From an optimization exercise on the open Yosys and OpenROAD flow, aimed at small area and a short achievable clock period; shortcuts taken in it are not production practice. Function was checked by simulation only, so behaviour that the tests miss may differ from the original. Power is estimated from default activity; no workload was simulated.

==> 02-21 <==
## bombGameTop
module bombGameTop (
	input logic DIV_CLK,
	input logic reset,
	input logic gameTick,
	input logic [9:0] stick0X,
	input logic [9:0] stick0Y,
	input logic bomb0,
	input logic [9:0] stick1X,
	input logic [9:0] stick1Y,
	input logic bomb1,
	input logic [9:0] pixelX,
	input logic [9:0] pixelY,
	input logic pixelActive,
	output logic vgaR,
	output logic vgaG,
	output logic vgaB
);
	logic up0, down0, left0, right0;
	logic up1, down1, left1, right1;
	logic avatar0, bombHit0, blastHit0;
	logic avatar1, bombHit1, blastHit1;
	logic [4:0] rowPix;
	logic [4:0] colPix;
	logic rowSpan;
	logic colSpan;
	assign rowPix[0] = bombPkg::inRange(pixelY, 10'd10, 10'd54);
	assign rowPix[1] = bombPkg::inRange(pixelY, 10'd114, 10'd158);
	assign rowPix[2] = bombPkg::inRange(pixelY, 10'd218, 10'd262);
	assign rowPix[3] = bombPkg::inRange(pixelY, 10'd322, 10'd366);
	assign rowPix[4] = bombPkg::inRange(pixelY, 10'd426, 10'd470);
	assign colPix[0] = bombPkg::inRange(pixelX, 10'd9, 10'd69);
	assign colPix[1] = bombPkg::inRange(pixelX, 10'd149, 10'd211);
	assign colPix[2] = bombPkg::inRange(pixelX, 10'd289, 10'd351);
	assign colPix[3] = bombPkg::inRange(pixelX, 10'd429, 10'd491);
	assign colPix[4] = bombPkg::inRange(pixelX, 10'd569, 10'd631);
	assign rowSpan = bombPkg::inRange(pixelX, 10'd9, 10'd631);
	assign colSpan = bombPkg::inRange(pixelY, 10'd6, 10'd474);
	joystickDecoder joystickDecoder0_i (
		.stickX(stick0X),
		.stickY(stick0Y),
		.up(up0),
		.down(down0),
		.left(left0),
		.right(right0)
	);
	joystickDecoder joystickDecoder1_i (
		.stickX(stick1X),
		.stickY(stick1Y),
		.up(up1),
		.down(down1),
		.left(left1),
		.right(right1)
	);
	playerUnit #(
		.playerIndex(0)
	) playerUnit0_i (
		.DIV_CLK(DIV_CLK),
		.reset(reset),
		.gameTick(gameTick),
		.up(up0),
		.down(down0),
		.left(left0),
		.right(right0),
		.dropBomb(bomb0),
		.pixelX(pixelX),
		.pixelY(pixelY),
		.rowPix(rowPix),
		.colPix(colPix),
		.rowSpan(rowSpan),
		.colSpan(colSpan),
		.avatarHit(avatar0),
		.bombHit(bombHit0),
		.blastHit(blastHit0)
	);
	playerUnit #(
		.playerIndex(1)
	) playerUnit1_i (
		.DIV_CLK(DIV_CLK),
		.reset(reset),
		.gameTick(gameTick),
		.up(up1),
		.down(down1),
		.left(left1),
		.right(right1),
		.dropBomb(bomb1),
		.pixelX(pixelX),
		.pixelY(pixelY),
  ...
clock: 14.0 ns
lec_check: 0
cap_margin: 20
core_margin: 2
core_utilization: 40
slew_margin: 20
standard.sh (not shown) runs the stock make flow with config.mk's settings and CLKGATE_MAP_FILE= SYNTH_SCRIPT=/design/flow/synth_recipe.tcl, a recipe that flattens the netlist after the stock synthesis.
==> flow/flow/run.sh <==
#!/bin/bash
# Own layout flow. Synthesis is the standard synthesis script, run with
# an area-recovering ABC script (flow/abc.script in place of ORFS's
# abc_speed.script, in a private copy of ORFS's scripts folder), adders left
# to ABC (no Kogge-Stone map, no full-adder cells). Registers are mapped
# before ABC runs, so they are the standard synthesis's. Floorplan, power
# grid, tap cells, placement, CTS and routing are the standard flow,
# with the extra make variables in flow/vars.txt (one per line).
set -euo pipefail
WORK=$PWD
rm -rf "$WORK/synth_scripts"
cp -r "$FLOW_HOME/scripts" "$WORK/synth_scripts"
cp flow/abc.script "$WORK/synth_scripts/abc_speed.script"
bash standard.sh SCRIPTS_DIR="$WORK/synth_scripts" SYNTH_OPERATIONS_ARGS=-booth ADDER_MAP_FILE= synth > synth_flow.log 2>&1
VARS=()
if [[ -f flow/vars.txt ]]; then
	while read -r line; do
		[[ -n "$line" ]] && VARS+=("$line")
	done < flow/vars.txt
fi
bash standard.sh "${VARS[@]}" finish > layout_flow.log 2>&1
==> flow/flow/abc.script <==
strash
&get -n
&fraig -x
&put
scorr
dc2
strash
&get -n
&dch -f
&nf -R 1000
&put
==> flow/flow/vars.txt <==
SETUP_SLACK_MARGIN=9
BUFFER_PORTS_ARGS=-buffer_cell sky130_fd_sc_hd__buf_2
CTS_BUF_LIST=sky130_fd_sc_hd__clkbuf_8
==> 10-17 (differences from 02-21) <==
==> flow/flow/vars.txt (replaced) <==
SETUP_SLACK_MARGIN=9
BUFFER_PORTS_ARGS=-buffer_cell sky130_fd_sc_hd__buf_2
CORE_UTILIZATION=60
PLACE_DENSITY=0.7
==> 11-28 (differences from 02-21) <==
--- a/flow/design.v
+++ b/flow/design.v
@@ -180,93 +180,73 @@
 	localparam logic [8:0] START_Y = (playerIndex == 0) ? 9'(10'd10) : 9'(10'd450);
 	logic [9:0] posX;
 	logic [8:0] posY;
 	logic [9:0] py;
 	assign py = {1'b0, posY};
-	function automatic logic ge(input logic [9:0] v, input logic [9:0] c);
-		ge = bombPkg::geq(v, c);
+	function automatic logic in3(input logic [9:0] v, input logic [9:0] lo);
+		in3 = bombPkg::inRange(v, lo, lo + 10'd2);
 	endfunction
 	logic colAny;
 	logic rowAny;
-	assign colAny = (ge(posX, 10'd55 + 10'd1) && !ge(posX, 10'd165))
-		|| (ge(posX, 10'd195 + 10'd1) && !ge(posX, 10'd305))
-		|| (ge(posX, 10'd335 + 10'd1) && !ge(posX, 10'd445))
-		|| (ge(posX, 10'd475 + 10'd1) && !ge(posX, 10'd585));
-	assign rowAny = (ge(py, 10'd38 + 10'd1) && !ge(py, 10'd130))
-		|| (ge(py, 10'd142 + 10'd1) && !ge(py, 10'd234))
-		|| (ge(py, 10'd246 + 10'd1) && !ge(py, 10'd338))
-		|| (ge(py, 10'd350 + 10'd1) && !ge(py, 10'd442));
-	logic [3:0] winLeft;
-	logic [3:0] winRight;
-	logic [3:0] winUp;
-	logic [3:0] winDown;
-	assign winLeft[0] = ge(posX, 10'd165) && !ge(posX, 10'd165 + 10'd3);
-	assign winLeft[1] = ge(posX, 10'd305) && !ge(posX, 10'd305 + 10'd3);
-	assign winLeft[2] = ge(posX, 10'd445) && !ge(posX, 10'd445 + 10'd3);
-	assign winLeft[3] = ge(posX, 10'd585) && !ge(posX, 10'd585 + 10'd3);
-	assign winRight[0] = ge(posX, 10'd55 - 10'd2) && !ge(posX, 10'd55 + 10'd1);
-	assign winRight[1] = ge(posX, 10'd195 - 10'd2) && !ge(posX, 10'd195 + 10'd1);
-	assign winRight[2] = ge(posX, 10'd335 - 10'd2) && !ge(posX, 10'd335 + 10'd1);
-	assign winRight[3] = ge(posX, 10'd475 - 10'd2) && !ge(posX, 10'd475 + 10'd1);
-	assign winUp[0] = ge(py, 10'd130) && !ge(py, 10'd130 + 10'd3);
-	assign winUp[1] = ge(py, 10'd234) && !ge(py, 10'd234 + 10'd3);
-	assign winUp[2] = ge(py, 10'd338) && !ge(py, 10'd338 + 10'd3);
-	assign winUp[3] = ge(py, 10'd442) && !ge(py, 10'd442 + 10'd3);
-	assign winDown[0] = ge(py, 10'd38 - 10'd2) && !ge(py, 10'd38 + 10'd1);
-	assign winDown[1] = ge(py, 10'd142 - 10'd2) && !ge(py, 10'd142 + 10'd1);
-	assign winDown[2] = ge(py, 10'd246 - 10'd2) && !ge(py, 10'd246 + 10'd1);
-	assign winDown[3] = ge(py, 10'd350 - 10'd2) && !ge(py, 10'd350 + 10'd1);
+	assign colAny = bombPkg::inOpen(posX, 10'd55, 10'd165)
+		|| bombPkg::inOpen(posX, 10'd195, 10'd305)
+		|| bombPkg::inOpen(posX, 10'd335, 10'd445)
+		|| bombPkg::inOpen(posX, 10'd475, 10'd585);
+	assign rowAny = bombPkg::inOpen(py, 10'd38, 10'd130)
+		|| bombPkg::inOpen(py, 10'd142, 10'd234)
+		|| bombPkg::inOpen(py, 10'd246, 10'd338)
+		|| bombPkg::inOpen(py, 10'd350, 10'd442);
 	logic [8:0] candUp;
 	logic [8:0] candDown;
 	logic [9:0] candLeft;
 	logic [9:0] candRight;
 	always_comb
 	begin
 		candUp = posY - 9'd3;
 		if (colAny)
 		begin
-			if (winUp[0]) candUp = 9'(10'd131);
-			if (winUp[1]) candUp = 9'(10'd235);
-			if (winUp[2]) candUp = 9'(10'd339);
-			if (winUp[3]) candUp = 9'(10'd443);
+			if (in3(py, 10'd131 - 10'd1)) candUp = 9'(10'd131);
+			if (in3(py, 10'd235 - 10'd1)) candUp = 9'(10'd235);
+			if (in3(py, 10'd339 - 10'd1)) candUp = 9'(10'd339);
+			if (in3(py, 10'd443 - 10'd1)) candUp = 9'(10'd443);
 		end
 		candDown = posY + 9'd3;
 		if (colAny)
 		begin
-			if (winDown[0]) candDown = 9'(10'd37);
-			if (winDown[1]) candDown = 9'(10'd141);
-			if (winDown[2]) candDown = 9'(10'd245);
-			if (winDown[3]) candDown = 9'(10'd349);
+			if (in3(py, 10'd37 - 10'd1)) candDown = 9'(10'd37);
+			if (in3(py, 10'd141 - 10'd1)) candDown = 9'(10'd141);
+			if (in3(py, 10'd245 - 10'd1)) candDown = 9'(10'd245);
+			if (in3(py, 10'd349 - 10'd1)) candDown = 9'(10'd349);
 		end
 		candLeft = posX - 10'd3;
 		if (rowAny)
 		begin
-			if (winLeft[0]) candLeft = 10'd166;
-			if (winLeft[1]) candLeft = 10'd306;
-			if (winLeft[2]) candLeft = 10'd446;
-			if (winLeft[3]) candLeft = 10'd586;
+			if (in3(posX, 10'd166 - 10'd1)) candLeft = 10'd166;
+			if (in3(posX, 10'd306 - 10'd1)) candLeft = 10'd306;
+			if (in3(posX, 10'd446 - 10'd1)) candLeft = 10'd446;
+			if (in3(posX, 10'd586 - 10'd1)) candLeft = 10'd586;
 		end
 		candRight = posX + 10'd3;
 		if (rowAny)
 		begin
-			if (winRight[0]) candRight = 10'd54;
-			if (winRight[1]) candRight = 10'd194;
-			if (winRight[2]) candRight = 10'd334;
-			if (winRight[3]) candRight = 10'd474;
+			if (in3(posX, 10'd54 - 10'd1)) candRight = 10'd54;
+			if (in3(posX, 10'd194 - 10'd1)) candRight = 10'd194;
+			if (in3(posX, 10'd334 - 10'd1)) candRight = 10'd334;
+			if (in3(posX, 10'd474 - 10'd1)) candRight = 10'd474;
 		end
 	end
 	logic xLow;
 	logic xHigh;
 	logic yLow;
 	logic yHigh;
 	logic outOfArena;
 	logic [9:0] holdX;
 	logic [8:0] holdY;
-	assign xLow = !ge(posX, 10'd26);
-	assign xHigh = ge(posX, 10'd614 + 10'd1);
-	assign yLow = !ge(py, 10'd27);
-	assign yHigh = ge(py, 10'd453 + 10'd1);
+	assign xLow = !bombPkg::geq(posX, 10'd26);
+	assign xHigh = bombPkg::gt(posX, 10'd614);
+	assign yLow = !bombPkg::geq(py, 10'd27);
+	assign yHigh = bombPkg::gt(py, 10'd453);
 	assign outOfArena = xLow || xHigh || yLow || yHigh;
 	assign holdX = xLow ? 10'd26 : xHigh ? 10'd614 : posX;
 	assign holdY = yLow ? 9'(10'd27) : yHigh ? 9'(10'd453) : posY;
 	logic [9:0] nextX;
 	logic [8:0] nextY;
==> flow/flow/vars.txt (replaced) <==
SETUP_SLACK_MARGIN=10.5
BUFFER_PORTS_ARGS=-buffer_cell sky130_fd_sc_hd__buf_2
==> flow_summary_export.csv <==
group,metric,value,unit
placed_design,dp_hpwl,25.4,mm
layout,seq_share,0.179,
critical_path,crit_start,"pixelX[0]",
pwr,powerClk,0.240,mW
outcome,status,"complete, no violations",
synth,synthXorXnorAreaFrac,0.138,
timing,setup_slack,9200,ps
critical_path,rrSetupSlack,10300,ps
-- figures above: 11-28

==> flow_summary_export.csv <==
group,metric,value,unit
outcome,status,"complete, no violations",
placed_design,dp_hpwl,23.6,mm
pwr,powerClk,0.291,mW
die,start_util,0.606,
timing,setup_slack,9030,ps
layout,seq_share,0.214,
min_path,holdPathEnd,"playerUnit0_i.bombFuse_i.count[4]",
critical_path,crit_start,"pixelY[1]",
-- figures above: 10-17

==> flow_summary_export.csv <==
group,metric,value,unit
critical_path,crit_start,"pixelY[5]",
pwr,powerClk,0.192,mW
critical_path,rrSetupSlack,9980,ps
synth,synthXorXnorAreaFrac,0.135,
outcome,status,"complete, no violations",
layout,seq_share,0.216,
placed_design,dp_hpwl,25.5,mm
-- figures above: 02-21

port drivers added, routing unchanged:
In the flow no input, the clock included, has a driving cell. The finished layouts below were timed again as built, in two steps.
Step 1: set_driving_cell puts a clkbuf_16 on DIV_CLK and a buf_2 on each other input, an assumption about the parent block.
Step 2 moves the port delays by t, midway between the first and last clock arrival at a register: inputs arrive t later, outputs are due t later. That takes back most of the time a late clock gives input paths.
a / b / c = no drivers / after step 1 / after step 2; a / b = the first two.
run | t (ns) | slack for setup (ns) | hold slack, ns | latest minus earliest clock arrival (ns) | cell pins on the clock port's net
02-21 | 0.432 | 9.023 / 9.040 / 8.608 | 0.549 / 0.549 / 0.549 | 0.020 / 0.020 | 1
10-17 | 0.404 | 9.029 / 9.030 / 8.626 | 0.531 / 0.531 / 0.531 | 0.011 / 0.012 | 1
11-28 | 0.405 | 9.198 / 9.184 / 8.779 | 0.520 / 0.520 / 0.520 | 0.012 / 0.013 | 1
After both steps every run listed still meets setup and hold. The setup slack of 11-28, which loses most, moves by -0.014 ns with the drivers and by -0.419 ns with both steps.
